Background: an optimization exercise with open tools, aiming at small area. Do not read the settings as production practice. Only simulation tests tie the RTL to the original design; equivalence was not proved. Power is estimated from default activity; no workload was simulated.

==> design.v <==
`timescale 1ns/1ps
module prefix_bk #(parameter int N = 32) (
   input  logic [N-1:0] g,
   input  logic [N-1:0] p,
   input  logic         ci,
   output logic [N-1:0] c
);
   localparam int K = (N > 16) ? 5 : (N > 8) ? 4 : (N > 4) ? 3 : (N > 2) ? 2 : 1;
   localparam int T = 2 * K - 1;           
   logic [N-1:0] gl [T+1];
   logic [N-1:0] pl [T+1];
   assign gl[0] = {g[N-1:1], g[0] | (p[0] & ci)};
   assign pl[0] = p;
   for (genvar t = 0; t < T; t++) begin : lvl
      localparam int D = (t < K) ? (1 << t) : (1 << (T - 1 - t));
      for (genvar i = 0; i < N; i++) begin : node
         localparam bit UP = (t < K) && ((i + 1) % (2 * D) == 0);
         localparam bit DN = (t >= K) && ((i + 1) % (2 * D) == D) && (i + 1 >= 3 * D);
         if (UP || DN) begin : op
            assign gl[t+1][i] = gl[t][i] | (pl[t][i] & gl[t][i-D]);
            assign pl[t+1][i] = pl[t][i] & pl[t][i-D];
         end else begin : pass
            assign gl[t+1][i] = gl[t][i];
            assign pl[t+1][i] = pl[t][i];
         end
      end
   end
   assign c = gl[T];
endmodule
module adder_alu (
   input  logic [31:0] p,
   input  logic [31:0] g,
   input  logic        ci,
   output logic [31:0] ca,
   output logic        co
);
   logic [31:0] c;
   prefix_bk #(32) u (.g(g), .p(p), .ci(ci), .c(c));
   assign ca = {c[30:0], ci};
   assign co = c[31];
endmodule
module adder_br (
   input  logic [31:0] pcn,
   input  logic [31:0] imm,
   output logic [31:0] target
);
   logic [29:0] p, g, c;
   assign p = pcn[31:2] ^ imm[29:0];
   assign g = pcn[31:2] & imm[29:0];
   prefix_bk #(30) u (.g(g), .p(p), .ci(1'b0), .c(c));
   assign target = {p ^ {c[28:0], 1'b0}, pcn[1:0]};
endmodule
`timescale 1ns/1ps
module ex_mem_top (
   input  logic        CLK,
   input  logic        nRST,
   input  logic [3:0]  aluop,
   input  logic [31:0] porta,
   input  logic [31:0] portb,
   input  logic [31:0] imm,
   input  logic [31:0] pcn,
   input  logic [1:0]  br_kind,
   input  logic [1:0]  memtoreg,
   input  logic        regwrite,
   input  logic        memread,
   input  logic        memwrite,
   input  logic        halt,
   input  logic [4:0]  dest,
   output logic        ex_ready,
   output logic        branch_taken,
   output logic [31:0] branch_target,
   output logic        cyc,
   output logic        stb,
   output logic        we,
   output logic [31:0] adr,
   output logic [31:0] wdata,
   output logic [3:0]  sel,
   input  logic [31:0] rdata,
   input  logic        ack,
   output logic        retire_valid,
   output logic        retire_regwrite,
   output logic        retire_halt,
   output logic [4:0]  retire_dest,
   output logic [31:0] retire_data
);
   logic        mem_q;      
   logic        squash_q;   
   logic        bubble_q;   
   logic        rw_q;       
   logic        halt_q;     
   logic        we_q;       
   logic [1:0]  mtr_q;      
   logic [4:0]  dest_q;
   logic [31:0] a_q;        
   logic [31:0] b_q;        
   logic [31:0] p_q;        
   logic        is_mem, sub, cout, slt, sltu, left;
   logic [31:0] alu_b, b_x, p0, g0, carry, x_mix, pre, sh_in, sh_out, result;
   assign is_mem = memread | memwrite;
   assign alu_b = is_mem ? imm : portb;
   assign sub = aluop[3] | (aluop[2:0] == 3'd1);
   assign b_x = alu_b ^ {32{sub}};
   assign p0 = porta ^ b_x;
   assign g0 = porta & b_x;
   adder_alu u_add (.p(p0), .g(g0), .ci(sub), .ca(carry), .co(cout));
   assign sltu = !cout;
   assign slt = sltu ^ porta[31] ^ alu_b[31];
   logic en_a, en_g, en_p, en_n;
   assign en_a = !aluop[2] & !aluop[1];
   assign en_g = !aluop[2] & aluop[1];
   assign en_p = !aluop[2] & aluop[1] & !aluop[0];
   assign en_n = aluop[2] & aluop[0];
   assign x_mix = (carry & {32{en_a}}) | (g0 & {32{en_g}}) | (p0 & {32{en_p}}) | (~g0 & {32{en_n}});
   assign pre = p0 ^ x_mix;
   assign left = !aluop[0];
   for (genvar i = 0; i < 32; i++) begin : g_rev
      assign sh_in[i] = left ? alu_b[31-i] : alu_b[i];
   end
   assign sh_out = sh_in >> porta[4:0];
   logic en_pre, en_sll, en_srl;
   assign en_pre = !aluop[3] & !(aluop[2] & aluop[1]);
   assign en_sll = !aluop[3] & aluop[2] & aluop[1] & !aluop[0];
   assign en_srl = !aluop[3] & aluop[2] & aluop[1] & aluop[0];
   for (genvar i = 0; i < 32; i++) begin : g_res
      if (i == 0) begin : lsb
         assign result[i] = (pre[i] & en_pre) | (sh_out[31-i] & en_sll) | (sh_out[i] & en_srl) |
                            (aluop[3] & (aluop[0] ? sltu : slt));
      end else begin : msb
         assign result[i] = (pre[i] & en_pre) | (sh_out[31-i] & en_sll) | (sh_out[i] & en_srl);
      end
   end
   logic eq, cond;
   assign eq = (p0 == {32{sub}});
   assign cond = (br_kind == 2'd3) || (br_kind == 2'd1 && eq) || (br_kind == 2'd2 && !eq);
   assign ex_ready = !mem_q;
   assign branch_taken = !mem_q && cond && !squash_q;
   adder_br u_br (.pcn(pcn), .imm(imm), .target(branch_target));
   always_ff @(posedge CLK, negedge nRST) begin
      if (!nRST) begin
         mem_q <= 1'b0;
         squash_q <= 1'b0;
         bubble_q <= 1'b1;
         rw_q <= 1'b0;
         halt_q <= 1'b0;
      end else if (mem_q) begin
         if (ack) mem_q <= 1'b0;
      end else begin
         mem_q <= is_mem && !squash_q;
         squash_q <= branch_taken;
         bubble_q <= 1'b0;
         rw_q <= regwrite && !squash_q;
         halt_q <= halt && !squash_q;
      end
   end
   always_ff @(posedge CLK) begin
      if (!mem_q) begin
         we_q <= memwrite;
         mtr_q <= memtoreg;
         dest_q <= dest;
         b_q <= portb;
         p_q <= pcn;
      end
   end
   always_ff @(posedge CLK) begin
      if (!mem_q) a_q <= result;
      else if (ack && mtr_q[0]) a_q <= rdata;
   end
   assign cyc = mem_q;
   assign stb = mem_q;
   assign we = we_q;
   assign adr = a_q;
   assign wdata = b_q;
   assign sel = 4'hf;
   assign retire_valid = !mem_q && !bubble_q;
   assign retire_regwrite = !mem_q && rw_q;
   assign retire_halt = !mem_q && halt_q;
   assign retire_dest = dest_q;
   assign retire_data = mtr_q[1] ? p_q : a_q;
endmodule
==> flow/run.sh <==
#!/bin/bash
# The standard ORFS layout, except:
#  - synthesis maps the adders (kept as their own modules until the final flatten) with
#    abc_keep.script and the rest of the logic with the area-oriented abc.script;
#    registers, their names and all other synthesis steps are the standard flow's own
#  - every input and output port gets the smallest buffer, sky130_fd_sc_hd__buf_1
set -euo pipefail
here=$(pwd)
export MY_ABC_SCRIPT=$here/flow/abc.script
export MY_ABC_SCRIPT_KEEP=$here/flow/abc_keep.script
export BUFFER_PORTS_ARGS="-buffer_cell sky130_fd_sc_hd__buf_1"
bash standard.sh SYNTH_SCRIPT=$here/flow/synth.tcl "SYNTH_KEEP_MODULES=adder_alu adder_br" finish > orfs_make.log 2>&1
==> flow/abc.script <==
strash
&get -n
&deepsyn -J 100
&put
dch -f
amap
topo
upsize -c
dnsize -c
stime -c
==> flow/abc_keep.script <==
strash
&get -n
&nf
&put
topo
stime -c
==> flow/synth.tcl <==
proc synth {args} { yosys synth -nofsm -noshare {*}$args }
if {[info exists ::env(MY_ABC_SCRIPT)] && $::env(MY_ABC_SCRIPT) ne ""} {
  proc abc {args} {
    set i [lsearch -exact $args -script]
    if {$i >= 0} { lset args [expr {$i + 1}] $::env(MY_ABC_SCRIPT) }
    if {[info exists ::env(SYNTH_KEEP_MODULES)] && $::env(SYNTH_KEEP_MODULES) ne ""} {
      set sargs $args
      if {$i >= 0} { lset sargs [expr {$i + 1}] [expr {[info exists ::env(MY_ABC_SCRIPT_KEEP)] ? $::env(MY_ABC_SCRIPT_KEEP) : "$::env(SCRIPTS_DIR)/abc_speed.script"}] }
      puts "abc speed on $::env(SYNTH_KEEP_MODULES)"
      yosys abc {*}$sargs {*}$::env(SYNTH_KEEP_MODULES)
      puts "abc with script $::env(MY_ABC_SCRIPT) on $::env(DESIGN_NAME)"
      yosys abc {*}$args $::env(DESIGN_NAME)
    } else {
      puts "abc with script $::env(MY_ABC_SCRIPT)"
      yosys abc {*}$args
    }
  }
}
source $::env(SCRIPTS_DIR)/synth.tcl
# left out here: clear keep_hierarchy, flatten, clean up, hide names made inside functions, write 1_2_yosys.v
==> standard.sh <==
#!/bin/bash
# synth_recipe.tcl (not shown) runs the flow's synth.tcl, then flattens the netlist and writes it again
# the make line also repeats each setting of config.mk as NAME=value (left out here)
make -C /OpenROAD-flow-scripts/flow DESIGN_CONFIG=/design/flow/config.mk WORK_HOME=/design/flow/orfs CLKGATE_MAP_FILE= SYNTH_SCRIPT=/design/flow/synth_recipe.tcl "${@:-finish}"
==> config.mk <==
export PLATFORM = sky130hd
export DESIGN_NAME = ex_mem_top
export DESIGN_NICKNAME = ex_mem_top
export VERILOG_FILES = /design/flow/design.v
export SDC_FILE = /design/flow/constraint.sdc
export NUM_CORES = 4
export LEC_CHECK = 0
export CAP_MARGIN = 5
export CORE_MARGIN = 2
export CORE_UTILIZATION = 40
export GPL_TIMING_DRIVEN = 0
export SLEW_MARGIN = 5
==> constraint.sdc <==
create_clock -name core_clock -period 7.5 [get_ports {CLK}]
set_input_delay 1.5000 -clock core_clock [delete_from_list [all_inputs] [get_ports {CLK}]]
set_output_delay 1.5000 -clock core_clock [all_outputs]
set_load 0.01 [all_outputs]
==> results of run 1 <==
report_power, final:
| part | leakage, nW | total (mW) | switching (mW) | internal, mW |
|---|---|---|---|---|
| Clock | 0.149 | 0.487 | 0.248 | 0.239 |
| Sequential | 1.11 | 1.12 | 0.148 | 0.976 |
| Combinational | 2.69 | 1.43 | 0.957 | 0.472 |
| Total | 3.94 | 3.04 | 1.35 | 1.69 |
cell usage in the layout, fill, tap and decap left out, types with 8 or more instances in the layout:
master	instances
o22a_1	12
xnor2_1	11
o221ai_1	34
ha_1	59
nand2_1	68
nand4_1	16
a21o_1	20
a221oi_1	29
nor3_1	32
a22o_1	32
clkinv_1	104
buf_4	10
or3_1	12
nor2b_1	9
buf_1	319
a22oi_1	16
o2111ai_1	11
fa_1	15
o22ai_1	105
nor2_1	115
a21oi_1	75
o21ai_0	58
a222oi_1	8
clkbuf_16	9
edfxtp_1	104
nand3_1	10
worst paths after layout:
| check | start | endpoint | slack, ps |
|---|---|---|---|
| max | memread | branch_taken | 340 |
| min | rw_q | rw_q | 490 |
| max reg2reg | mem_q | a_q[22] | 3510 |
| min reg2reg | rw_q | rw_q | 490 |
| max in group asynchronous | nRST | bubble_q | 6230 |
| min in group asynchronous | nRST | halt_q | 990 |
metal layers:
metal	up-vias	global-route usage, %
met1	4968	41.45
met5	-	0
li1	4909	-
met3	34	6.305
met2	591	45.08
met4	0	5.887
Yosys stat by module, one instance, submodules excluded:
module | cells | flip-flops and latches | times used
ex_mem_top | 821 | 109 | 1
adder_alu | 90 | 0 | 1
adder_br | 142 | 0 | 1
cell families after synthesis:
logic type | count (synthesis)
buf+inv | 119
simple gates | 283
xor+xnor | 15
compound gates | 452
fa+ha+maj | 74
other cells | 1
flops | 109
what timing repair did:
action,CTS,global route
gates cloned,1,1
pin swaps,1,2
resized for setup,1,1
endpoints found under the setup margin,1,1
buffers inserted,0,2
state kept, by name, summed over array words and instances, names as in the netlist:
signal / flops
a_q: 32
b_q: 32
bubble_q: 1
dest_q: 5
halt_q: 1
mem_q: 1
mtr_q: 2
p_q: 32
rw_q: 1
squash_q: 1
we_q: 1
final cells by class:
type / count / area [sq um] / share of cell area (%)
multi-input cells: 830 / 5709 / 50.02
flip-flops and latches: 109 / 3251 / 28.48
repair buffers: 323 / 1260 / 11.04
inverters: 111 / 434.2 / 3.804
well taps: 319 / 399.1 / 3.497
clock buffers: 9 / 225.2 / 1.973
clock inverters: 7 / 76.32 / 0.6686
plain buffers: 8 / 60.06 / 0.5261
==> metrics.yaml, run 1 <==
dp_cells: 1695
avgRoutedWirePerCell_um: 22.03
clock_skew_ps: 7.450
fp-row-count: 56
grt-ovfl-total: 0
worstPathArrival_ps: 5660
period_minus_slack_ps: 7161
startpoint_type: "input port"
p_total_mw: 3.040
crit_slowest_cell: "or4_1"
clk_pin_slew_ps: 80
die_area_sq_um: 24740
placed_area_sq_um: 11020
syn-cell-area_sq_um: 9400
grt_pass1_wl_um: 54260
synth_compound_area_share_pct: 33.70
cts_root_buf: "clkbuf_16"
peakVddDrop_uv: 163.3
area.growth.synth_to_final_pct: 21.43
status: "complete, no violations"
vias_per_cell: 6.120
path_cells: "buf_1, nor2_8, inv_6, o22ai_1, clkinv_1, o22ai_1, ha_1, or4_1, nor4_4, nand4_1, a221oi_2, nor2_1, nor3_2, buf_1"
core_area_sq_um: 23260
synth_top_family_by_area: "compound AO/OA/AOI/OAI gates"
grt_antenna_before_repair: 0
clock-sinks: 109
grt_usage_pct: 28.96
synth.top_cells.by_count: "nor2_1 (115), o22ai_1 (106), clkinv_1 (105), edfxtp_1 (104), a21oi_1 (75)"
portBuffers: 320
fin_crit_sh_pct: 95.48
worst_slack_ps: 338.7
critPathTopFamily: "simple AND/OR/NAND/NOR gates"
netlist_instances: 1053
synth.top_cell.area_share_pct: 33.22
crit_cells: 14
ys_ff_latch: 109
grt_pass1_vias: 9207
ys_seq_area_share_pct: 34.57
drcViolationCount: 0
yosysMostFrequentCell: "nor2_1"
hold_ws_ps: 489.4
dp_hpwl_um: 28980
place.gp.congestion: 0.9668
htreeDepth: 3
synthSimpleGateAreaFrac_pct: 14.04
initial_core_util_pct: 40.41
reg2reg_depth: 5
worst_ep_required_time_ps: 6000
synth-edff-count: 104
critical_path.max_stage_delay_ps: 590
die_x_um: 157.3
clock_path_buffers: 2
antennaDiodeCount: 0
n_fill_cell: 2398
tns_ps: 0
ant_nets: 0
critPathMaxFanout: 32
yosys.area.top_type: "edfxtp_1"
dr_wl_met2_um: 17340
power.density_nw_per_um2: 266.3
highest_layer: "met4"
worstSetupPathType: "in2out"
async_flop_share_pct: 4.587
wl_um: 37810
fmax_mhz: 139.6
cts.hold.buffers_added: 0
drive_gt1_share_pct: 3.722
worst_pin_slew_ps: 1284
yosys_warnings: 7
p_leak_nw: 3.940
synth_fa_ha_area_share_pct: 11.05
first_pass_iters: 6
min_path_type: "reg2reg"
hold_depth: 1
wl_met1_um: 15930
met3_length_um: 4117
post-place-ws_ps: -358.4
hold_viol: 0
synth-xor-area-share_pct: 1.398
drv_slew: 0
synth_area_leaders: "edfxtp_1 (33%), ha_1 (7.9%), o22ai_1 (7.1%)"
final_design_area_no_fill_sq_um: 11410
rsz0062_at_grt: "no"
utilization_pct: 49.07
ios: 325
clock_latency_ps: 360
numCtsBuffers: 9
synthFlopType: "edfxtp_1"
final_cells: 1716
cts_tree: "done"
die_y_um: 157.3
drtIter0Drc: 1078
setup_viol: 0
critPathBufInv: 4
synth.area.mux_share_pct: 0
grt_max_degree: 83
syn_area_per_cell_sq_um: 8.927
layout.nets: 1646
crit_path_end_kind: "output pin"
yosysUniqueCellTypes: 64
maxSlewHeadroom_pct: 14.40
drv_cap: 0
vias: 10500
==> run 2: changes to the inputs <==
--- a/config.mk
+++ b/config.mk
@@ -5,8 +5,9 @@
 export SDC_FILE = /design/flow/constraint.sdc
 export NUM_CORES = 4
 export LEC_CHECK = 0
-export CAP_MARGIN = 5
+export CAP_MARGIN = 20
 export CORE_MARGIN = 2
 export CORE_UTILIZATION = 40
-export GPL_TIMING_DRIVEN = 0
-export SLEW_MARGIN = 5
+export CTS_CLUSTER_DIAMETER = 60
+export CTS_CLUSTER_SIZE = 24
+export SLEW_MARGIN = 20
==> run 2 against run 1 <==
Net effect:
- synthesized area stayed put
- critical path type unchanged
- cell count is 0.58% higher
- power is 0.61% higher
- clock skew is 4.6 ps higher
- critical path depth stayed put
- worst hold slack worse by 0.60 ps
- global-route usage is 2.0 points higher
- largest cell class unchanged
- largest power group unchanged
- highest routed layer is now met5
- non-clock buffer count is 12 higher
==> metrics.yaml, run 2 <==
min_path_type: "reg2reg"
clock_path_buffers: 2  # unchanged
grt_pass1_vias: 9618  # +4.5%
yosysUniqueCellTypes: 64  # unchanged
vias_per_cell: 6.185  # +1.1%
syn_area_per_cell_sq_um: 8.927  # unchanged
dp_hpwl_um: 31260  # +7.9%
synth.top_cell.area_share_pct: 33.22  # unchanged
power.density_nw_per_um2: 267.4  # +0.42%
fin_crit_sh_pct: 92.82  # -2.7 points
cts_tree: "done"
die_x_um: 157.3  # unchanged
min_to: "bubble_q"
clock-sinks: 109  # unchanged
r2r_end: "a_q[7]"
hold_viol: 0  # unchanged
p_leak_nw: 3.975  # +0.89%
die_y_um: 157.3  # unchanged
async_flop_share_pct: 4.587  # unchanged
grt_max_degree: 73  # -12%
drv_cap: 0  # unchanged
layout_commonest_cell: "buf_1"
yosysMostFrequentCell: "nor2_1"
core_area_sq_um: 23260  # unchanged
place.gp.congestion: 0.9875  # +2.1%
worstSetupPathType: "in2out"
cts_root_buf: "clkbuf_16"
hold_ws_ps: 488.8  # -0.5990 ps
rrSetupSlack_ps: 4560  # +1050 ps
area.growth.synth_to_final_pct: 21.66
fp-row-count: 56  # unchanged
initial_core_util_pct: 40.41  # unchanged
grt_usage_pct: 30.94  # +2.0 points
utilization_pct: 49.16  # +0.091 points
ctsResizeCount: 0  # -1
vias: 10680  # +1.6%
hp-start: "bubble_q"
cts.hold.buffers_added: 0  # unchanged
netlist_instances: 1053  # unchanged
htreeDepth: 3  # unchanged
yosys_warnings: 7  # unchanged
drive_gt1_share_pct: 4.122  # +0.40 points
ys_ff_latch: 109  # unchanged
layout.nets: 1656  # +0.61%
rsz0062_at_grt: "no"
first_pass_iters: 6  # unchanged
antennaDiodeCount: 0  # unchanged
synth-edff-count: 104  # unchanged
drv_slew: 0  # unchanged
ios: 325  # unchanged
most-common-layout-cells: "buf_1 (320), nor2_1 (115), o22ai_1 (106)"
clk_pin_slew_ps: 80  # about the same
ant_nets: 0  # unchanged
r2r_start: "mem_q"
critPathMaxFanout: 32  # unchanged
setup_viol: 0  # unchanged
grt-ovfl-total: 0  # unchanged
worstPathArrival_ps: 5460  # -200 ps
period_minus_slack_ps: 6961  # -199.9 ps
reg2reg_depth: 5  # unchanged
top_regs: "a_q x32, b_q x32, p_q x32"
maxSlewHeadroom_pct: 35.53  # +21 points
wl_um: 39450  # +4.3%
clock_latency_ps: 360  # about the same
grt_antenna_before_repair: 1  # +1
grt_pass1_wl_um: 57950  # +6.8%
crit_path_end_kind: "output pin"
hold_depth: 1  # unchanged
worst_ep_required_time_ps: 6000  # about the same
tns_ps: 0  # unchanged
drcViolationCount: 0  # unchanged
fmax_mhz: 143.7  # +2.9%
peakVddDrop_uv: 130.5  # -20%
synth_area_leaders: "edfxtp_1 (33%), ha_1 (7.9%), o22ai_1 (7.1%)"
yosys.area.top_type: "edfxtp_1"
avgRoutedWirePerCell_um: 22.85  # +3.7%
ys_seq_area_share_pct: 34.57  # unchanged
clock_skew_ps: 12.01  # +4.555 ps
status: "complete, no violations"
syn-cell-area_sq_um: 9400  # unchanged
synthFlopType: "edfxtp_1"
startpoint_type: "input port"
drtIter0Drc: 1160  # +7.6%
die_area_sq_um: 24740  # unchanged
postCtsSetupBuffers: 0  # unchanged
synth.top_cells.by_count: "nor2_1 (115), o22ai_1 (106), clkinv_1 (105), edfxtp_1 (104), a21oi_1 (75)"
numCtsBuffers: 9  # unchanged
worst_pin_slew_ps: 967.1  # -317.0 ps
portBuffers: 320  # unchanged
run 2: cell counts after synthesis:
No cell type changed its count.
run 2: kinds of logic after synthesis:
| family | after synthesis | synth area share (%) |
|---|---|---|
| DFF | 109 | 34.57 |
| AOI/OAI and AO/OA | 452 | 33.70 |
| other | 1 | 0.03989 |
| adders and majority gates | 74 | 11.05 |
| xor gates and xnor gates | 15 | 1.398 |
| and+or+nand+nor | 283 | 14.04 |
| buffers and inverters | 119 | 5.204 |
run 2: stage by stage:
| step | area [sq um] | setup WS, ps | total power [mW] | std cells |
|---|---|---|---|---|
| 6_report | 11440 | 538.7 | 3.058 | 1726 |
| 4_1_cts | 11410 | 643.4 | 3.046 | 1725 |
| 2_1_floorplan | 9412 | 1685 | 1.949 | 1056 |
| 5_1_grt | 11440 | 293.2 | 3.238 | 1726 |
| 3_3_place_gp | 11120 | 735.8 | 2.559 | 1709 |
| 3_5_place_dp | 11120 | 637.1 | 2.567 | 1709 |
run 2: where the power goes:
group	internal, mW	total (mW)	switching (mW)
Clock	0.234	0.482	0.248
Sequential	0.974	1.09	0.112
Combinational	0.481	1.49	1.01
run 2: per-layer routing:
metal  GRT usage [%]  part of all wire, %  vias to the layer above
met4           6.753                  1.7                        2
met1           45.65                   45                     5126
met2           47.14                   44                      579
li1                -                    -                     4928
met3           5.617                  9.2                       40
met5               0                0.033                        -
run 2: area by class of cell:
class	count	area [sq um]
Inverter	111	430.4
Clock buffer	9	225.2
Tap cell	319	399.1
Clock inverter	7	65.06
Timing Repair Buffer	343	1394
Sequential cell	109	3249
Fill cell	2386	11830
Multi-Input combinational cell	828	5673
run 2: critical path, cell delays in order:
cell      delay [ps]
buf_1            140
nor2_8           400
inv_6            200
o22ai_1          340
clkinv_1         190
o22ai_1          410
ha_1             400
or4_1            580
nor4_4           310
nand4_1          140
a221oi_2         380
nor2_1            90
nor3_2           200
buf_1            170
run 2: per-module statistics from Yosys, one instance, submodules excluded:
module	flip-flops and latches	copies in the design	cells inside	cell area [sq um]
adder_alu	0	1	90	486.7
adder_br	0	1	142	1170
ex_mem_top	109	1	821	7744
run 2: worst max path at each step:
stage,start,to,slack [ps],cells past startpoint
floorplan,memwrite,branch_taken,1680,12
global placement,memwrite,branch_taken,740,14
detailed placement,memwrite,branch_taken,640,14
CTS,memwrite,branch_taken,640,14
global route,memwrite,branch_taken,290,14
finish,memwrite,branch_taken,540,14
==> run 3: changes to the inputs <==
--- a/config.mk
+++ b/config.mk
@@ -8,6 +8,4 @@
 export CAP_MARGIN = 20
 export CORE_MARGIN = 2
 export CORE_UTILIZATION = 40
-export CTS_CLUSTER_DIAMETER = 60
-export CTS_CLUSTER_SIZE = 24
 export SLEW_MARGIN = 20
==> run 3 against run 2 <==
Net effect:
- power unchanged
- clock skew did not move
- critical endpoint unchanged
- wire length unchanged
- critical path type unchanged
- register-to-register slack about the same
- largest power group unchanged
- clock power about the same
- largest cell class unchanged
==> metrics.yaml, run 3 <==
drcViolationCount: 0  # unchanged
clkPwrFrac_pct: 15.8  # about the same
syn-cell-area_sq_um: 9400  # unchanged
p_leak_nw: 3.975  # unchanged
die_x_um: 157.3  # unchanged
ys_seq_area_share_pct: 34.57  # unchanged
crit_slowest_cell: "or4_1"
startpoint_type: "input port"
met3_length_um: 3622  # unchanged
clock_latency_ps: 360  # about the same
dp_hpwl_um: 31260  # unchanged
crit_path_end_kind: "output pin"
synth.area.mux_share_pct: 0  # unchanged
drv_slew: 0  # unchanged
path_cells: "buf_1, nor2_8, inv_6, o22ai_1, clkinv_1, o22ai_1, ha_1, or4_1, nor4_4, nand4_1, a221oi_2, nor2_1, nor3_2, buf_1"
fin_crit_sh_pct: 92.82  # unchanged
worst_pin_slew_ps: 967.1  # unchanged
highest_layer: "met5"
critPathTopFamily: "simple AND/OR/NAND/NOR gates"
die_y_um: 157.3  # unchanged
peakVddDrop_uv: 130.5  # unchanged
status: "complete, no violations"
cts.hold.buffers_added: 0  # unchanged
fmax_mhz: 143.7  # unchanged
ant_nets: 0  # unchanged
clk_pin_slew_ps: 80  # about the same
layout.nets: 1656  # unchanged
wl_met1_um: 17800  # unchanged
critical_path.max_stage_delay_ps: 580  # about the same
place.gp.congestion: 0.9875  # unchanged
clock_path_buffers: 2  # unchanged
worstSetupPathType: "in2out"
maxSlewHeadroom_pct: 35.53  # unchanged
dr_wl_met2_um: 17340  # unchanged
synth.top_cell.area_share_pct: 33.22  # unchanged
numCtsBuffers: 9  # unchanged
p_total_mw: 3.058  # unchanged
antennaDiodeCount: 0  # unchanged
avgRoutedWirePerCell_um: 22.85  # unchanged
synth.top_cells.by_count: "nor2_1 (115), o22ai_1 (106), clkinv_1 (105), edfxtp_1 (104), a21oi_1 (75)"
synth-xor-area-share_pct: 1.398  # unchanged
synthSimpleGateAreaFrac_pct: 14.04  # unchanged
drtIter0Drc: 1160  # unchanged
synth_compound_area_share_pct: 33.70  # unchanged
layout_commonest_cell: "buf_1"
power.density_nw_per_um2: 267.4  # unchanged
postCtsSetupBuffers: 0  # unchanged
syn_area_per_cell_sq_um: 8.927  # unchanged
worst_ep_required_time_ps: 6000  # about the same
yosys_warnings: 7  # unchanged
p_comb_share_pct: 48.7  # about the same
yosys.area.top_type: "edfxtp_1"
synth_fa_ha_area_share_pct: 11.05  # unchanged
multi_input_area_sq_um: 5673  # unchanged
yosysMostFrequentCell: "nor2_1"
initial_core_util_pct: 40.41  # unchanged
clock_skew_ps: 12.01  # unchanged
async_flop_share_pct: 4.587  # unchanged
core_area_sq_um: 23260  # unchanged
min_path_type: "reg2reg"
ctsResizeCount: 0  # unchanged
yosysUniqueCellTypes: 64  # unchanged
grt_max_degree: 73  # unchanged
swShare_pct: 44.78  # unchanged
rsz0062_at_grt: "no"
critPathBufInv: 4  # unchanged
grt_usage_pct: 30.94  # unchanged
area.growth.synth_to_final_pct: 21.66  # unchanged
most-common-layout-cells: "buf_1 (320), nor2_1 (115), o22ai_1 (106)"
grt_pass1_vias: 9618  # unchanged
synth_top_family_by_area: "compound AO/OA/AOI/OAI gates"
hold_viol: 0  # unchanged
wl_um: 39450  # unchanged
tns_ps: 0  # unchanged
worstPathArrival_ps: 5460  # about the same
synth_area_leaders: "edfxtp_1 (33%), ha_1 (7.9%), o22ai_1 (7.1%)"
synthFlopType: "edfxtp_1"
htreeDepth: 3  # unchanged
setup_viol: 0  # unchanged
grt-ovfl-total: 0  # unchanged
first_pass_iters: 6  # unchanged
synth-edff-count: 104  # unchanged
cts_tree: "done"
fp-row-count: 56  # unchanged
netlist_instances: 1053  # unchanged
grt_pass1_wl_um: 57950  # unchanged
cts_root_buf: "clkbuf_16"
period_minus_slack_ps: 6961  # unchanged
grt_antenna_before_repair: 1  # unchanged
drv_cap: 0  # unchanged
ios: 325  # unchanged
critPathMaxFanout: 32  # unchanged
portBuffers: 320  # unchanged
p_sw_mw: 1.369  # unchanged
clock-sinks: 109  # unchanged
internal_power_mw: 1.689  # unchanged
ys_ff_latch: 109  # unchanged
vias: 10680  # unchanged
top_regs: "a_q x32, b_q x32, p_q x32"
n_fill_cell: 2386  # unchanged
ff_latch_area_sq_um: 3249  # unchanged
die_area_sq_um: 24740  # unchanged
drive_gt1_share_pct: 4.122  # unchanged
vias_per_cell: 6.185  # unchanged
power_frac_seq_pct: 35.5  # about the same
-- run 3: cell counts after synthesis --
No cell type changed its count.
-- run 3: through the flow --
stage	instance area [sq um]	setup slack, ps	utilization [%]	hold WS, ps	std cells
global route	11440	293.2	49.16	500.8	1726
CTS	11410	643.4	49.04	490.7	1725
finish	11440	538.7	49.16	488.8	1726
detailed placement	11120	637.1	47.79	477.5	1709
global placement	11120	735.8	47.79	475.9	1709
floorplan	9412	1685	-	458.2	1056
-- run 3: worst paths after layout --
| path | cells past startpoint | to | slack (ps) | startpoint |
|---|---|---|---|---|
| setup / recovery | 14 | branch_taken | 540 | memwrite |
| min in group asynchronous | 1 | mem_q | 980 | nRST |
| max in group asynchronous | 1 | bubble_q | 6240 | nRST |
| hold reg to reg | 1 | bubble_q | 490 | bubble_q |
| hold / removal | 1 | bubble_q | 490 | bubble_q |
| setup reg to reg | 5 | a_q[7] | 4560 | mem_q |
-- run 3: final cells by class --
type	instances	share of cell area (%)
clock buffers	9	1.969
flip-flops and latches	109	28.41
inverters	111	3.764
repair buffers	343	12.19
clock inverters	7	0.5689
multi-input cells	828	49.61
well taps	319	3.490
-- run 3: routing by layer --
metal  vias up  track usage (%)
met4         2            6.753
met3        40            5.617
met5         -                0
met2       579            47.14
li1       4928                -
met1      5126            45.65
-- run 3: modules after synthesis (local to each module, per instance) --
module / flip-flops and latches / cells inside / times used / area [sq um]
ex_mem_top: 109 / 821 / 1 / 7744
adder_br: 0 / 142 / 1 / 1170
adder_alu: 0 / 90 / 1 / 486.7
-- run 3: cell families (layout without fill, tap and decap cells) --
family | count (synthesis) | count (layout)
adders and majority gates | 74 | 74
other | 1 | 4
and+or+nand+nor | 283 | 283
AOI/OAI and AO/OA | 452 | 452
buffers and inverters | 119 | 470
xor gates and xnor gates | 15 | 15
DFF | 109 | 109
-- run 3: power groups by stage --
stage                     sequential [mW]  combinational, mW  clock [mW]
final                                1.09               1.49       0.482
after global routing                 1.11               1.62       0.511
after CTS                            1.09               1.47       0.490
after detailed placement             1.10               1.46           0
after global placement               1.10               1.46           0
after floorplan                      1.18              0.774           0
==> run 4: changes to the inputs <==
--- a/config.mk
+++ b/config.mk
@@ -8,4 +8,6 @@
 export CAP_MARGIN = 20
 export CORE_MARGIN = 2
 export CORE_UTILIZATION = 40
+export CTS_CLUSTER_DIAMETER = 100
+export CTS_CLUSTER_SIZE = 30
 export SLEW_MARGIN = 20
==> run 4 against run 3 <==
Net effect:
- clock power is essentially flat
- power unchanged
- die area unchanged
- critical path type unchanged
- largest power group unchanged
- highest routed layer unchanged
==> metrics.yaml, run 4 <==
cts_tree: "done"
postCtsSetupBuffers: 0  # unchanged
utilization_pct: 49.16  # unchanged
portBuffers: 320  # unchanged
vias_per_cell: 6.185  # unchanged
synthFlopType: "edfxtp_1"
worst_ep_required_time_ps: 6000  # about the same
crit_end: "branch_taken"
grt-ovfl-total: 0  # unchanged
synthSimpleGateAreaFrac_pct: 14.04  # unchanged
power.density_nw_per_um2: 267.4  # unchanged
synth_area_leaders: "edfxtp_1 (33%), ha_1 (7.9%), o22ai_1 (7.1%)"
drv_slew: 0  # unchanged
clock-sinks: 109  # unchanged
die_y_um: 157.3  # unchanged
ys_ff_latch: 109  # unchanged
clock_path_buffers: 2  # unchanged
drv_cap: 0  # unchanged
grt_usage_pct: 30.94  # unchanged
setup_viol: 0  # unchanged
die_x_um: 157.3  # unchanged
wl_um: 39450  # unchanged
top_regs: "a_q x32, b_q x32, p_q x32"
r2r_end: "a_q[7]"
p_sw_mw: 1.369  # unchanged
synth-xor-area-share_pct: 1.398  # unchanged
clock_skew_ps: 12.01  # unchanged
drcViolationCount: 0  # unchanged
crit_start: "memwrite"
synth_fa_ha_area_share_pct: 11.05  # unchanged
synth_top_family_by_area: "compound AO/OA/AOI/OAI gates"
ant_nets: 0  # unchanged
synth.top_cells.by_count: "nor2_1 (115), o22ai_1 (106), clkinv_1 (105), edfxtp_1 (104), a21oi_1 (75)"
fmax_mhz: 143.7  # unchanged
grt_max_degree: 73  # unchanged
grt_pass1_vias: 9618  # unchanged
swShare_pct: 44.78  # unchanged
place.gp.congestion: 0.9875  # unchanged
layout.nets: 1656  # unchanged
yosys.area.top_type: "edfxtp_1"
power_frac_seq_pct: 35.5  # about the same
first_pass_iters: 6  # unchanged
syn-cell-area_sq_um: 9400  # unchanged
die_area_sq_um: 24740  # unchanged
synth.top_cell.area_share_pct: 33.22  # unchanged
most-common-layout-cells: "buf_1 (320), nor2_1 (115), o22ai_1 (106)"
yosys_warnings: 7  # unchanged
min_path_type: "reg2reg"
maxSlewHeadroom_pct: 35.53  # unchanged
ios: 325  # unchanged
ys_seq_area_share_pct: 34.57  # unchanged
grt_pass1_wl_um: 57950  # unchanged
async_flop_share_pct: 4.587  # unchanged
rrSetupSlack_ps: 4560  # about the same
fp-row-count: 56  # unchanged
critPathMaxFanout: 32  # unchanged
p_leak_nw: 3.975  # unchanged
peakVddDrop_uv: 130.5  # unchanged
rsz0062_at_grt: "no"
cts.hold.buffers_added: 0  # unchanged
status: "complete, no violations"
startpoint_type: "input port"
cts_root_buf: "clkbuf_16"
yosysUniqueCellTypes: 64  # unchanged
core_area_sq_um: 23260  # unchanged
grt_antenna_before_repair: 1  # unchanged
vias: 10680  # unchanged
netlist_instances: 1053  # unchanged
internal_power_mw: 1.689  # unchanged
antennaDiodeCount: 0  # unchanged
drive_gt1_share_pct: 4.122  # unchanged
area.growth.synth_to_final_pct: 21.66  # unchanged
numCtsBuffers: 9  # unchanged
dp_hpwl_um: 31260  # unchanged
worstPathArrival_ps: 5460  # about the same
initial_core_util_pct: 40.41  # unchanged
fin_crit_sh_pct: 92.82  # unchanged
layout_commonest_cell: "buf_1"
ctsResizeCount: 0  # unchanged
clkPwrFrac_pct: 15.8  # about the same
worst_pin_slew_ps: 967.1  # unchanged
clk_pin_slew_ps: 80  # about the same
crit_path_end_kind: "output pin"
synth-edff-count: 104  # unchanged
p_comb_share_pct: 48.7  # about the same
avgRoutedWirePerCell_um: 22.85  # unchanged
worstSetupPathType: "in2out"
htreeDepth: 3  # unchanged
yosysMostFrequentCell: "nor2_1"
period_minus_slack_ps: 6961  # unchanged
tns_ps: 0  # unchanged
clock_latency_ps: 360  # about the same
drtIter0Drc: 1160  # unchanged
synth.area.mux_share_pct: 0  # unchanged
synth_compound_area_share_pct: 33.70  # unchanged
reg2reg_depth: 5  # unchanged
hold_viol: 0  # unchanged
syn_area_per_cell_sq_um: 8.927  # unchanged
r2r_start: "mem_q"
==> run 4: cell counts in the layout (fill, tap and decap cells not counted) <==
Identical to the previous run, type by type.
==> run 4: worst min path at each step <==
| stage | from | endpoint | slack (ps) | cells past startpoint |
|---|---|---|---|---|
| floorplan | halt_q | halt_q | 460 | 1 |
| global placement | bubble_q | bubble_q | 480 | 1 |
| detailed placement | bubble_q | bubble_q | 480 | 1 |
| CTS | bubble_q | bubble_q | 490 | 1 |
| global route | bubble_q | bubble_q | 500 | 1 |
| finish | bubble_q | bubble_q | 490 | 1 |
==> run 4: layout make-up <==
cell class	count	area [sq um]
Fill cell	2386	11830
Multi-Input combinational cell	828	5673
Sequential cell	109	3249
Timing Repair Buffer	343	1394
Inverter	111	430.4
Tap cell	319	399.1
Clock buffer	9	225.2
Clock inverter	7	65.06
==> run 4: logic make-up (layout without fill, tap and decap cells) <==
logic type | Yosys count | after routing
AO/OA/AOI/OAI | 452 | 452
buffers and inverters | 119 | 470
other | 1 | 4
adder cells (fa/ha/maj) | 74 | 74
flip-flops | 109 | 109
XOR/XNOR | 15 | 15
AND/OR/NAND/NOR | 283 | 283
==> run 4: per-stage QoR <==
stage	area (sq um)	setup WS, ps	total power, mW	hold WS (ps)	std cells
after detailed placement	11120	637.1	2.567	477.5	1709
after CTS	11410	643.4	3.046	490.7	1725
final	11440	538.7	3.058	488.8	1726
after global placement	11120	735.8	2.559	475.9	1709
after global routing	11440	293.2	3.238	500.8	1726
after floorplan	9412	1685	1.949	458.2	1056
==> run 4: modules after synthesis, one instance, submodules excluded <==
module | cells | times used | flip-flops and latches
ex_mem_top | 821 | 1 | 109
adder_alu | 90 | 1 | 0
adder_br | 142 | 1 | 0
==> run 4: worst max-delay path: stages <==
cell and delay [ps]:
buf_1 140, nor2_8 400, inv_6 200, o22ai_1 340, clkinv_1 190, o22ai_1 410, ha_1 400, or4_1 580
nor4_4 310, nand4_1 140, a221oi_2 380, nor2_1 90, nor3_2 200, buf_1 170
==> run 4: metal layers <==
metal	routed length (um)	GRT usage [%]	part of all wire [%]	vias to the layer above
met2	17340	47.14	44	579
met3	3622	5.617	9.2	40
met5	13	0	0.033	-
met4	677	6.753	1.7	2
met1	17800	45.65	45	5126
li1	-	-	-	4928
==> run 4: power by group through the flow <==
stage | combinational, mW | clock, mW | sequential, mW
4_1_cts | 1.47 | 0.490 | 1.09
6_report | 1.49 | 0.482 | 1.09
3_5_place_dp | 1.46 | 0 | 1.10
2_1_floorplan | 0.774 | 0 | 1.18
5_1_grt | 1.62 | 0.511 | 1.11
3_3_place_gp | 1.46 | 0 | 1.10
==> run 5: changes to the inputs <==
--- a/design.v
+++ b/design.v
@@ -3,7 +3,8 @@
    input  logic [N-1:0] g,
    input  logic [N-1:0] p,
    input  logic         ci,
-   output logic [N-1:0] c
+   output logic [N-1:0] c,
+   output logic         pa              
 );
    localparam int K = (N > 16) ? 5 : (N > 8) ? 4 : (N > 4) ? 3 : (N > 2) ? 2 : 1;
    localparam int T = 2 * K - 1;           
@@ -26,16 +27,18 @@
       end
    end
    assign c = gl[T];
+   assign pa = pl[K][N-1];
 endmodule
 module adder_alu (
    input  logic [31:0] p,
    input  logic [31:0] g,
    input  logic        ci,
    output logic [31:0] ca,
-   output logic        co
+   output logic        co,
+   output logic        pa
 );
    logic [31:0] c;
-   prefix_bk #(32) u (.g(g), .p(p), .ci(ci), .c(c));
+   prefix_bk #(32) u (.g(g), .p(p), .ci(ci), .c(c), .pa(pa));
    assign ca = {c[30:0], ci};
    assign co = c[31];
 endmodule
@@ -47,7 +50,7 @@
    logic [29:0] p, g, c;
    assign p = pcn[31:2] ^ imm[29:0];
    assign g = pcn[31:2] & imm[29:0];
-   prefix_bk #(30) u (.g(g), .p(p), .ci(1'b0), .c(c));
+   prefix_bk #(30) u (.g(g), .p(p), .ci(1'b0), .c(c), .pa());
    assign target = {p ^ {c[28:0], 1'b0}, pcn[1:0]};
 endmodule
 `timescale 1ns/1ps
@@ -94,7 +97,7 @@
    logic [31:0] a_q;        
    logic [31:0] b_q;        
    logic [31:0] p_q;        
-   logic        is_mem, sub, cout, slt, sltu, left;
+   logic        is_mem, sub, cout, p_all, slt, sltu, left;
    logic [31:0] alu_b, b_x, p0, g0, carry, x_mix, pre, sh_in, sh_out, result;
    assign is_mem = memread | memwrite;
    assign alu_b = is_mem ? imm : portb;
@@ -102,7 +105,7 @@
    assign b_x = alu_b ^ {32{sub}};
    assign p0 = porta ^ b_x;
    assign g0 = porta & b_x;
-   adder_alu u_add (.p(p0), .g(g0), .ci(sub), .ca(carry), .co(cout));
+   adder_alu u_add (.p(p0), .g(g0), .ci(sub), .ca(carry), .co(cout), .pa(p_all));
    assign sltu = !cout;
    assign slt = sltu ^ porta[31] ^ alu_b[31];
    logic en_a, en_g, en_p, en_n;
@@ -130,7 +133,7 @@
       end
    end
    logic eq, cond;
-   assign eq = (p0 == {32{sub}});
+   assign eq = sub ? p_all : (p0 == 32'b0);
    assign cond = (br_kind == 2'd3) || (br_kind == 2'd1 && eq) || (br_kind == 2'd2 && !eq);
    assign ex_ready = !mem_q;
    assign branch_taken = !mem_q && cond && !squash_q;
==> run 5 against run 4 <==
Net effect:
- global-route usage about the same
- clock skew increased by 5.2 ps
- core utilization increased by 0.33 points
- sequential cell count unchanged
- largest cell class unchanged
- critical endpoint unchanged
- final area decreased by 2.0%
- setup slack improved by 63 ps
- still clean on timing, DRC and antenna
- critical path type unchanged
- wire length decreased by 2.3%
- highest routed layer unchanged
- first-iteration DRC count increased by 1.9%
==> metrics.yaml, run 5 <==
worstPathArrival_ps: 5400  # -60 ps
dp_hpwl_um: 30550  # -2.3%
vias_per_cell: 6.223  # +0.62%
rsz0062_at_grt: "no"
multi_input_area_sq_um: 5559  # -2.0%
maxSlewHeadroom_pct: 35.17  # -0.36 points
min_path_type: "reg2reg"
async_flop_share_pct: 4.587  # unchanged
drcViolationCount: 0  # unchanged
grt-ovfl-total: 0  # unchanged
crit_slowest_cell: "or4_1"
cts_tree: "done"
tns_ps: 0  # unchanged
worst_pin_slew_ps: 960.0  # -7.098 ps
area.growth.synth_to_final_pct: 21.65  # about the same
grt_pass1_vias: 9517  # -1.1%
drv_slew: 0  # unchanged
most-common-layout-cells: "buf_1 (320), o22ai_1 (119), nor2_1 (112)"
fp-row-count: 55  # -1.8%
cts.hold.buffers_added: 0  # unchanged
die_area_sq_um: 24250  # -2.0%
ant_nets: 0  # unchanged
layout_commonest_cell: "buf_1"
grt.busiest_layer: "met2"
internal_power_mw: 1.723  # +2.0%
clk_pin_slew_ps: 90  # about the same
crit_path_end_kind: "output pin"
grt_use_met1_pct: 43.31  # -2.3 points
clkPwrFrac_pct: 16.7  # +0.9 points
top_regs: "a_q x32, b_q x32, p_q x32"
worstSetupPathType: "in2out"
critical_path.max_stage_delay_ps: 540  # -40 ps
antennaDiodeCount: 0  # unchanged
startpoint_type: "input port"
synth_compound_area_share_pct: 34.30  # +0.60 points
syn-cell-area_sq_um: 9210  # -2.0%
first_pass_iters: 7  # +1
worst_ep_required_time_ps: 6000  # about the same
path_cells: "buf_1, nor2_8, inv_4, o22ai_1, clkinv_1, o22ai_1, ha_1, or4_1, or4_1, nor4_1, o22ai_2, nor2b_1, nor3_2, buf_1"
synth_top_family_by_area: "compound AO/OA/AOI/OAI gates"
yosys_warnings: 7  # unchanged
p_comb_share_pct: 47.8  # -0.9 points
p_sw_mw: 1.357  # -0.92%
reg2reg_depth: 8  # +3
clock-sinks: 109  # unchanged
synth.top_cell.area_share_pct: 33.91  # +0.69 points
synth_fa_ha_area_share_pct: 11.28  # +0.23 points
grt_pass1_wl_um: 57070  # -1.5%
p_leak_nw: 3.919  # -1.4%
hold_depth: 1  # unchanged
grt_max_degree: 69  # -5.5%
clock_path_buffers: 2  # unchanged
synth.top_cells.by_count: "o22ai_1 (119), nor2_1 (112), edfxtp_1 (104), clkinv_1 (84), a21oi_1 (70)"
swShare_pct: 44.05  # -0.73 points
ios: 325  # unchanged
core_area_sq_um: 22640  # -2.7%
drv_cap: 0  # unchanged
cts_root_buf: "clkbuf_16"
ctsResizeCount: 0  # unchanged
ys_seq_area_share_pct: 35.28  # +0.71 points
yosysUniqueCellTypes: 64  # unchanged
critPathMaxFanout: 32  # unchanged
fmax_mhz: 145.0  # +0.91%
ff_latch_area_sq_um: 3249  # unchanged
layout.nets: 1615  # -2.5%
vias: 10270  # -3.8%
synthFlopType: "edfxtp_1"
power.density_nw_per_um2: 274.9  # +2.8%
place.gp.congestion: 0.9658  # -2.2%
drtIter0Drc: 1182  # +1.9%
synth-xor-area-share_pct: 1.426  # +0.029 points
die_x_um: 155.7  # -0.99%
numCtsBuffers: 9  # unchanged
power_frac_seq_pct: 35.5  # about the same
netlist_instances: 1014  # -3.7%
htreeDepth: 3  # unchanged
synthSimpleGateAreaFrac_pct: 13.19  # -0.85 points
grt.met2_usage_pct: 49.54  # +2.4 points
period_minus_slack_ps: 6898  # -62.90 ps
grtUsageMet3_pct: 7.250  # +1.6 points
yosys.area.top_type: "edfxtp_1"
peakVddDrop_uv: 174.4  # +34%
clock_latency_ps: 370  # about the same
drive_gt1_share_pct: 4.173  # +0.051 points
initial_core_util_pct: 40.68  # +0.27 points
synth_area_leaders: "edfxtp_1 (34%), o22ai_1 (8.1%), ha_1 (8.0%)"
grt_usage_pct: 30.98  # +0.047 points
avgRoutedWirePerCell_um: 23.35  # +2.1%
ys_ff_latch: 109  # unchanged
synth-edff-count: 104  # unchanged
n_fill_cell: 2256  # -5.4%
die_y_um: 155.7  # -0.99%
fin_crit_sh_pct: 91.98  # -0.84 points
portBuffers: 320  # unchanged
postCtsSetupBuffers: 0  # unchanged
clock_skew_ps: 17.19  # +5.182 ps
utilization_pct: 49.49  # +0.33 points
setup_viol: 0  # unchanged
yosysMostFrequentCell: "o22ai_1"
syn_area_per_cell_sq_um: 9.083  # +1.7%
synth.area.mux_share_pct: 0  # unchanged
hold_viol: 0  # unchanged
wl_um: 38540  # -2.3%
status: "complete, no violations"
grt_antenna_before_repair: 1  # unchanged
[run 5: power by group through the flow]
stage | Sequential, mW | Clock (mW) | Combinational [mW]
3_5_place_dp | 1.11 | 0 | 1.44
2_1_floorplan | 1.17 | 0 | 0.767
6_report | 1.09 | 0.514 | 1.47
5_1_grt | 1.11 | 0.545 | 1.60
3_3_place_gp | 1.10 | 0 | 1.44
4_1_cts | 1.09 | 0.524 | 1.45
[run 5: worst paths after layout]
path,startpoint,end,slack [ps]
worst min register to register,halt_q,halt_q,490
worst max register to register,mem_q,a_q[28],3900
worst min-delay path,halt_q,halt_q,490
max in group asynchronous,nRST,bubble_q,6280
worst max-delay path,memwrite,branch_taken,600
min in group asynchronous,nRST,rw_q,960
[run 5: worst max-delay path, delay by kind of cell]
kind                     cells  cell delay, ps
AO/OA/AOI/OAI                3             960
buffers and inverters        4             670
adder cells (fa/ha/maj)      1             370
AND/OR/NAND/NOR              6            1870
[run 5: per-layer routing]
| layer | vias up | wire [um] |
|---|---|---|
| met2 | 534 | 17540 |
| met4 | 2 | 452 |
| li1 | 4796 | - |
| met3 | 35 | 3815 |
| met5 | - | 13 |
| met1 | 4907 | 16730 |
[run 5: final cells by class]
| cell class | count | share of cell area (%) |
|---|---|---|
| well taps | 285 | 3.183 |
| repair buffers | 341 | 12.31 |
| flip-flops and latches | 109 | 29.00 |
| clock inverters | 6 | 0.6924 |
| clock buffers | 10 | 2.044 |
| multi-input cells | 808 | 49.61 |
| inverters | 92 | 3.160 |
[run 5: Yosys stat by module, one instance, submodules excluded]
module / flip-flops and latches / times used / area, sq um
ex_mem_top: 109 / 1 / 7547
adder_alu: 0 / 1 / 493.0
adder_br: 0 / 1 / 1170
[run 5: per-stage QoR]
stage	setup slack (ps)	total power [mW]	cells	hold WS (ps)	area, sq um
4_1_cts	669.3	3.063	1650	498.2	11180
3_5_place_dp	673.6	2.550	1634	478.8	10870
5_1_grt	374.2	3.257	1651	507.4	11200
3_3_place_gp	793.5	2.542	1634	469.8	10870
6_report	601.6	3.080	1651	491.2	11200
2_1_floorplan	1418	1.941	1017	458.2	9221
[run 5: logic make-up (layout without fill, tap and decap cells)]
group                      after synthesis  after routing
xor gates and xnor gates                15             15
AOI/OAI and AO/OA                      453            453
buffers and inverters                  100            449
adders and majority gates               74             74
other                                    1              4
and+or+nand+nor                        262            262
DFF                                    109            109
==> run 6: changes to the inputs <==
--- a/config.mk
+++ b/config.mk
@@ -8,6 +8,4 @@
 export CAP_MARGIN = 20
 export CORE_MARGIN = 2
 export CORE_UTILIZATION = 40
-export CTS_CLUSTER_DIAMETER = 100
-export CTS_CLUSTER_SIZE = 30
 export SLEW_MARGIN = 20
==> run 6 against run 5 <==
Net effect:
- count of clock-buffer cells in the layout stayed put
- cell count stayed put
- largest power group unchanged
- global-route usage unchanged
- clock skew is the same
- core utilization stayed put
- first-iteration DRC count is the same
- via count did not move
- final area did not move
- largest cell class unchanged
- non-clock buffer count is the same
- synthesized area is the same
- sequential power barely moved
- power did not move
==> metrics.yaml, run 6 <==
status: "complete, no violations"
crit_path_end_kind: "output pin"
synth-edff-count: 104  # unchanged
fmax_mhz: 145.0  # unchanged
drv_cap: 0  # unchanged
wl_um: 38540  # unchanged
rsz0062_at_grt: "no"
vias_per_cell: 6.223  # unchanged
drtIter0Drc: 1182  # unchanged
grt_antenna_before_repair: 1  # unchanged
place.gp.congestion: 0.9658  # unchanged
clock_skew_ps: 17.19  # unchanged
hold_ws_ps: 491.2  # unchanged
fp-row-count: 55  # unchanged
clock-sinks: 109  # unchanged
die_y_um: 155.7  # unchanged
grt_pass1_vias: 9517  # unchanged
crit_start: "memwrite"
numCtsBuffers: 9  # unchanged
area.growth.synth_to_final_pct: 21.65  # unchanged
critPathMaxFanout: 32  # unchanged
period_minus_slack_ps: 6898  # unchanged
most-common-layout-cells: "buf_1 (320), o22ai_1 (119), nor2_1 (112)"
yosys_warnings: 7  # unchanged
avgRoutedWirePerCell_um: 23.35  # unchanged
rrSetupSlack_ps: 3900  # about the same
peakVddDrop_uv: 174.4  # unchanged
crit_slowest_cell: "or4_1"
ctsResizeCount: 0  # unchanged
top_regs: "a_q x32, b_q x32, p_q x32"
antennaDiodeCount: 0  # unchanged
hold_viol: 0  # unchanged
critical_path.max_stage_delay_ps: 540  # about the same
async_flop_share_pct: 4.587  # unchanged
setup_viol: 0  # unchanged
r2r_start: "mem_q"
drive_gt1_share_pct: 4.173  # unchanged
yosysMostFrequentCell: "o22ai_1"
die_x_um: 155.7  # unchanged
synthFlopType: "edfxtp_1"
clock_latency_ps: 370  # about the same
synth_area_leaders: "edfxtp_1 (34%), o22ai_1 (8.1%), ha_1 (8.0%)"
htreeDepth: 3  # unchanged
ys_ff_latch: 109  # unchanged
path_cells: "buf_1, nor2_8, inv_4, o22ai_1, clkinv_1, o22ai_1, ha_1, or4_1, or4_1, nor4_1, o22ai_2, nor2b_1, nor3_2, buf_1"
maxSlewHeadroom_pct: 35.17  # unchanged
tns_ps: 0  # unchanged
synth.top_cell.area_share_pct: 33.91  # unchanged
worst_pin_slew_ps: 960.0  # unchanged
crit_end: "branch_taken"
worstSetupPathType: "in2out"
p_leak_nw: 3.919  # unchanged
grt-ovfl-total: 0  # unchanged
layout_commonest_cell: "buf_1"
clk_pin_slew_ps: 90  # about the same
post-place-ws_ps: 673.6  # unchanged
drcViolationCount: 0  # unchanged
fin_crit_sh_pct: 91.98  # unchanged
die_area_sq_um: 24250  # unchanged
ant_nets: 0  # unchanged
dp_hpwl_um: 30550  # unchanged
utilization_pct: 49.49  # unchanged
worstPathArrival_ps: 5400  # about the same
core_area_sq_um: 22640  # unchanged
p_total_mw: 3.080  # unchanged
cts.hold.buffers_added: 0  # unchanged
postCtsSetupBuffers: 0  # unchanged
startpoint_type: "input port"
netlist_instances: 1014  # unchanged
synth.top_cells.by_count: "o22ai_1 (119), nor2_1 (112), edfxtp_1 (104), clkinv_1 (84), a21oi_1 (70)"
yosysUniqueCellTypes: 64  # unchanged
syn_area_per_cell_sq_um: 9.083  # unchanged
cts_root_buf: "clkbuf_16"
yosys.area.top_type: "edfxtp_1"
r2r_end: "a_q[28]"
drv_slew: 0  # unchanged
first_pass_iters: 7  # unchanged
min_path_type: "reg2reg"
worst_ep_required_time_ps: 6000  # about the same
portBuffers: 320  # unchanged
ios: 325  # unchanged
power.density_nw_per_um2: 274.9  # unchanged
grt_max_degree: 69  # unchanged
initial_core_util_pct: 40.68  # unchanged
vias: 10270  # unchanged
worst_slack_ps: 601.6  # unchanged
clock_path_buffers: 2  # unchanged
layout.nets: 1615  # unchanged
reg2reg_depth: 8  # unchanged
grt_usage_pct: 30.98  # unchanged
cts_tree: "done"
ys_seq_area_share_pct: 35.28  # unchanged
n_fill_cell: 2256  # unchanged
grt_pass1_wl_um: 57070  # unchanged
syn-cell-area_sq_um: 9210  # unchanged
run 6: cell counts after synthesis:
Identical to the previous run, type by type.
run 6: metal layers:
metal	vias up	wire, um	global-route usage [%]	part of all wire [%]
met4	2	452	5.767	1.2
met3	35	3815	7.250	9.9
met1	4907	16730	43.31	43
met2	534	17540	49.54	45
li1	4796	-	-	-
met5	-	13	0	0.034
run 6: modules after synthesis (local to each module, per instance):
module      cells  cell area, sq um  times used
adder_br      142              1170           1
adder_alu      93             493.0           1
ex_mem_top    779              7547           1
run 6: metrics by stage:
step / std cells / area [sq um]
floorplan: 1017 / 9221
global placement: 1634 / 10870
detailed placement: 1634 / 10870
CTS: 1650 / 11180
global route: 1651 / 11200
finish: 1651 / 11200
run 6: worst min-delay path by stage:
stage / start / end / slack (ps) / cells after the start
2_1_floorplan: halt_q / halt_q / 460 / 1
3_3_place_gp: halt_q / halt_q / 470 / 1
3_5_place_dp: rw_q / rw_q / 480 / 1
4_1_cts: rw_q / rw_q / 500 / 1
5_1_grt: bubble_q / bubble_q / 510 / 1
6_report: halt_q / halt_q / 490 / 1
run 6: report_power, final:
group | total, mW | switching, mW | internal, mW
Combinational | 1.47 | 0.991 | 0.483
Clock | 0.514 | 0.247 | 0.267
Sequential | 1.09 | 0.119 | 0.973
Total | 3.08 | 1.36 | 1.72
run 6: kinds of logic (layout without fill, tap and decap cells):
family          count (synthesis)  count (layout)  share of synthesized area, %
fa+ha+maj                      74              74                         11.28
other cells                     1               4                       0.04072
simple gates                  262             262                         13.19
xor+xnor                       15              15                         1.426
buf+inv                       100             449                         4.483
flops                         109             109                         35.28
compound gates                453             453                         34.30
run 6: final cells by class:
cell class	instances	area [sq um]	share of cell area, %
inverter	92	354.1	3.160
sequential	109	3249	29.00
multi-input combinational	808	5559	49.61
clock inverter	6	77.57	0.6924
timing repair buffer	341	1379	12.31
clock buffer	10	229.0	2.044
tap	285	356.6	3.183
run 6: worst max-delay path, delay by kind of cell:
family,cells,cell delay [ps]
adders and majority gates,1,370
and+or+nand+nor,6,1870
AOI/OAI and AO/OA,3,960
buffers and inverters,4,670
==> run 7: changes to the inputs <==
--- a/design.v
+++ b/design.v
@@ -47,11 +47,26 @@
    input  logic [31:0] imm,
    output logic [31:0] target
 );
-   logic [29:0] p, g, c;
+   localparam int N = 30;
+   localparam int G = 3;
+   localparam int NG = N / G;
+   logic [N-1:0] p, g;
+   logic [N:0]   c;
+   logic [NG-1:0] gg, gp, gc;
    assign p = pcn[31:2] ^ imm[29:0];
    assign g = pcn[31:2] & imm[29:0];
-   prefix_bk #(30) u (.g(g), .p(p), .ci(1'b0), .c(c), .pa());
-   assign target = {p ^ {c[28:0], 1'b0}, pcn[1:0]};
+   for (genvar k = 0; k < NG; k++) begin : grp
+      assign gg[k] = g[G*k+2] | (p[G*k+2] & (g[G*k+1] | (p[G*k+1] & g[G*k])));
+      assign gp[k] = p[G*k+2] & p[G*k+1] & p[G*k];
+   end
+   prefix_bk #(NG) u (.g(gg), .p(gp), .ci(1'b0), .c(gc), .pa());
+   for (genvar k = 0; k < NG; k++) begin : grc
+      assign c[G*k] = (k == 0) ? 1'b0 : gc[k-1];
+      assign c[G*k+1] = g[G*k] | (p[G*k] & c[G*k]);
+      assign c[G*k+2] = g[G*k+1] | (p[G*k+1] & c[G*k+1]);
+   end
+   assign c[N] = gc[NG-1];
+   assign target = {p ^ c[N-1:0], pcn[1:0]};
 endmodule
 `timescale 1ns/1ps
 module ex_mem_top (
==> run 7 against run 6 <==
Net effect:
- wire length decreased by 2.5%
- combinational power hardly changed
- register-to-register slack improved by 920 ps
- power about the same
- fmax decreased by 1.9%
- sequential share of layout area increased by 0.17 points
- clock skew fell by 1.8 ps
- non-clock buffer count shrank 2
- core utilization is 0.14 points lower
- global-route usage shrank 0.94 points
- first-iteration DRC count down 17%
==> metrics.yaml, run 7 <==
clock_path_buffers: 2  # unchanged
fmax_mhz: 142.2  # -1.9%
ctsResizeCount: 0  # unchanged
worst_pin_slew_ps: 999.6  # +39.66 ps
crit_path_end_kind: "output pin"
synth.top_cells.by_count: "o22ai_1 (118), nor2_1 (115), edfxtp_1 (104), a21oi_1 (60)"
netlist_instances: 994  # -2.0%
critPathMaxFanout: 4  # -88%
utilization_pct: 49.35  # -0.14 points
maxSlewHeadroom_pct: 33.20  # -2.0 points
die_x_um: 155.4  # -0.21%
worst_slack_ps: 468.6  # -133.0 ps
power_frac_seq_pct: 35.2  # -0.3 points
clock_latency_ps: 370  # about the same
ant_nets: 0  # unchanged
initial_core_util_pct: 40.63  # -0.048 points
hold_viol: 0  # unchanged
postCtsSetupBuffers: 0  # unchanged
vias_per_cell: 6.298  # +1.2%
top_regs: "a_q x32, b_q x32, p_q x32"
fp-row-count: 55  # unchanged
worstPathArrival_ps: 5530  # +130 ps
grt_pass1_vias: 9370  # -1.5%
worst_ep_required_time_ps: 6000  # about the same
drv_cap: 0  # unchanged
die_area_sq_um: 24160  # -0.41%
swShare_pct: 44.37  # +0.31 points
drtIter0Drc: 981  # -17%
clock-sinks: 109  # unchanged
status: "complete, no violations"
numCtsBuffers: 9  # unchanged
yosysUniqueCellTypes: 65  # +1.6%
cts.hold.buffers_added: 0  # unchanged
portBuffers: 320  # unchanged
internal_power_mw: 1.712  # -0.62%
synth-edff-count: 104  # unchanged
async_flop_share_pct: 4.587  # unchanged
rsz0062_at_grt: "no"
p_sw_mw: 1.366  # +0.65%
clk_pin_slew_ps: 80  # about the same
dp_cells: 1613  # -1.3%
cts_tree: "done"
synth.top_cell.area_share_pct: 34.05  # +0.14 points
layout_commonest_cell: "buf_1"
yosysMostFrequentCell: "o22ai_1"
p_leak_nw: 3.990  # +1.8%
final_cells: 1629  # -1.3%
vias: 10260  # -0.14%
fin_crit_sh_pct: 93.75  # +1.8 points
place.gp.congestion: 0.9927  # +2.8%
most-common-layout-cells: "buf_1 (320), o22ai_1 (118), nor2_1 (115)"
grt_usage_pct: 30.04  # -0.94 points
dp_hpwl_um: 29800  # -2.4%
drcViolationCount: 0  # unchanged
syn_area_per_cell_sq_um: 9.227  # +1.6%
grt-ovfl-total: 0  # unchanged
setup_viol: 0  # unchanged
first_pass_iters: 5  # -2
drv_slew: 0  # unchanged
grt_pass1_wl_um: 55340  # -3.0%
post-place-ws_ps: 370.8  # -302.8 ps
power.density_nw_per_um2: 276.3  # +0.52%
p_total_mw: 3.078  # about the same
ys_seq_area_share_pct: 35.43  # +0.15 points
antennaDiodeCount: 0  # unchanged
die_y_um: 155.4  # -0.21%
drive_gt1_share_pct: 5.432  # +1.3 points
layout.nets: 1596  # -1.2%
synth_area_leaders: "edfxtp_1 (34%), o22ai_1 (8.0%), ha_1 (7.8%)"
core_area_sq_um: 22570  # -0.30%
ios: 325  # unchanged
p_comb_share_pct: 47.7  # about the same
min_path_type: "reg2reg"
n_fill_cell: 2253  # -0.13%
ys_ff_latch: 109  # unchanged
tns_ps: 0  # unchanged
htreeDepth: 3  # unchanged
peakVddDrop_uv: 113.0  # -35%
rrSetupSlack_ps: 4820  # +920 ps
clock_skew_ps: 15.35  # -1.839 ps
startpoint_type: "input port"
avgRoutedWirePerCell_um: 23.08  # -1.1%
worstSetupPathType: "in2out"
yosys_warnings: 7  # unchanged
syn-cell-area_sq_um: 9171  # -0.42%
period_minus_slack_ps: 7031  # +133.0 ps
grt_max_degree: 62  # -10%
clkPwrFrac_pct: 17.1  # +0.4 points
yosys.area.top_type: "edfxtp_1"
area.growth.synth_to_final_pct: 21.46
wl_um: 37600  # -2.5%
cts_root_buf: "clkbuf_16"
grt_antenna_before_repair: 0  # -1
synthFlopType: "edfxtp_1"
==> run 7: power by group through the flow <==
stage	Sequential, mW	Combinational [mW]	Clock (mW)
after global routing	1.10	1.59	0.557
after detailed placement	1.10	1.45	0
after floorplan	1.17	0.763	0
after CTS	1.08	1.46	0.537
after global placement	1.09	1.45	0
final	1.08	1.47	0.525
==> run 7: worst max-delay path, stage by stage <==
cell      delay [ps]
buf_1             80
ha_1             230
fa_1             420
fa_1             440
a221oi_1         530
o221ai_1         350
a221o_1          480
a221o_1          380
fa_1             390
fa_1             390
xnor2_1          160
buf_1            170
==> run 7: layout make-up <==
type	count	area [sq um]	share of cell area, %
well taps	285	356.6	3.201
clock buffers	9	225.2	2.022
repair buffers	339	1344	12.06
flip-flops and latches	109	3249	29.17
clock inverters	7	91.34	0.8200
inverters	82	322.8	2.898
multi-input cells	798	5550	49.83
==> run 7: stage by stage <==
| step | area, sq um | hold WS, ps |
|---|---|---|
| finish | 11140 | 492.1 |
| global route | 11140 | 497.6 |
| CTS | 11140 | 492.7 |
| detailed placement | 10820 | 479.2 |
| global placement | 10820 | 471.2 |
| floorplan | 9183 | 458.2 |
==> run 7: metal layers <==
layer | wire length, um | GRT usage, % | vias up
met4 | 591 | 6.466 | 0
met5 | 0 | 0 | -
met1 | 16510 | 43.16 | 4909
li1 | - | - | 4762
met2 | 17180 | 47.56 | 550
met3 | 3311 | 5.320 | 39
==> run 7: worst paths after layout <==
check,start,end,depth (start not counted)
max in group asynchronous,nRST,bubble_q,1
max,pcn[2],branch_target[31],12
min,bubble_q,bubble_q,1
min in group asynchronous,nRST,rw_q,1
min reg2reg,bubble_q,bubble_q,1
max reg2reg,mem_q,a_q[0],8
==> run 7: cell families after synthesis <==
group	count (synthesis)	share of synthesized area (%)
simple gates	273	13.94
compound gates	434	33.32
buf+inv	90	4.175
xor+xnor	10	0.9549
other cells	1	0.04089
flops	109	35.43
fa+ha+maj	77	12.14
==> run 7: Yosys stat by module, one instance, submodules excluded <==
module      cells  times used
adder_br      112           1
ex_mem_top    789           1
adder_alu      93           1

[re-timing with driven ports]
The flow's constraints put no driver on any port. The routed layouts listed below were extracted and timed again, unchanged, in two steps.
Step 1 sets driving cells, clkbuf_16 on the clock port and buf_2 on the other inputs (assumed; they add their load-dependent delay and slew).
Step 2 moves the port delays by t, midway between the first and last clock arrival at a register: inputs arrive t later, outputs are due t later. That takes back most of the time a late clock gives input paths.
a / b / c = ideal / step 1 / step 2; a / b = the first two.
run | t, ns | setup WS [ns] | hold slack, ns | worst setup path at the end | cell pins on the clock port's net
run 1 | 0.401 | 0.339 / 0.317 / 0.317 | 0.489 / 0.489 / 0.489 | input to output | 1
run 2 | 0.408 | 0.539 / 0.516 / 0.516 | 0.489 / 0.489 / 0.489 | input to output | 1
run 3 | 0.408 | 0.539 / 0.516 / 0.516 | 0.489 / 0.489 / 0.489 | input to output | 1
run 4 | 0.408 | 0.539 / 0.516 / 0.516 | 0.489 / 0.489 / 0.489 | input to output | 1
run 5 | 0.406 | 0.602 / 0.580 / 0.580 | 0.491 / 0.491 / 0.491 | input to output | 1
run 6 | 0.406 | 0.602 / 0.580 / 0.580 | 0.491 / 0.491 / 0.491 | input to output | 1
run 7 | 0.409 | 0.469 / 0.447 / 0.447 | 0.492 / 0.492 / 0.492 | input to output | 1
After both steps every run listed still meets setup and hold.
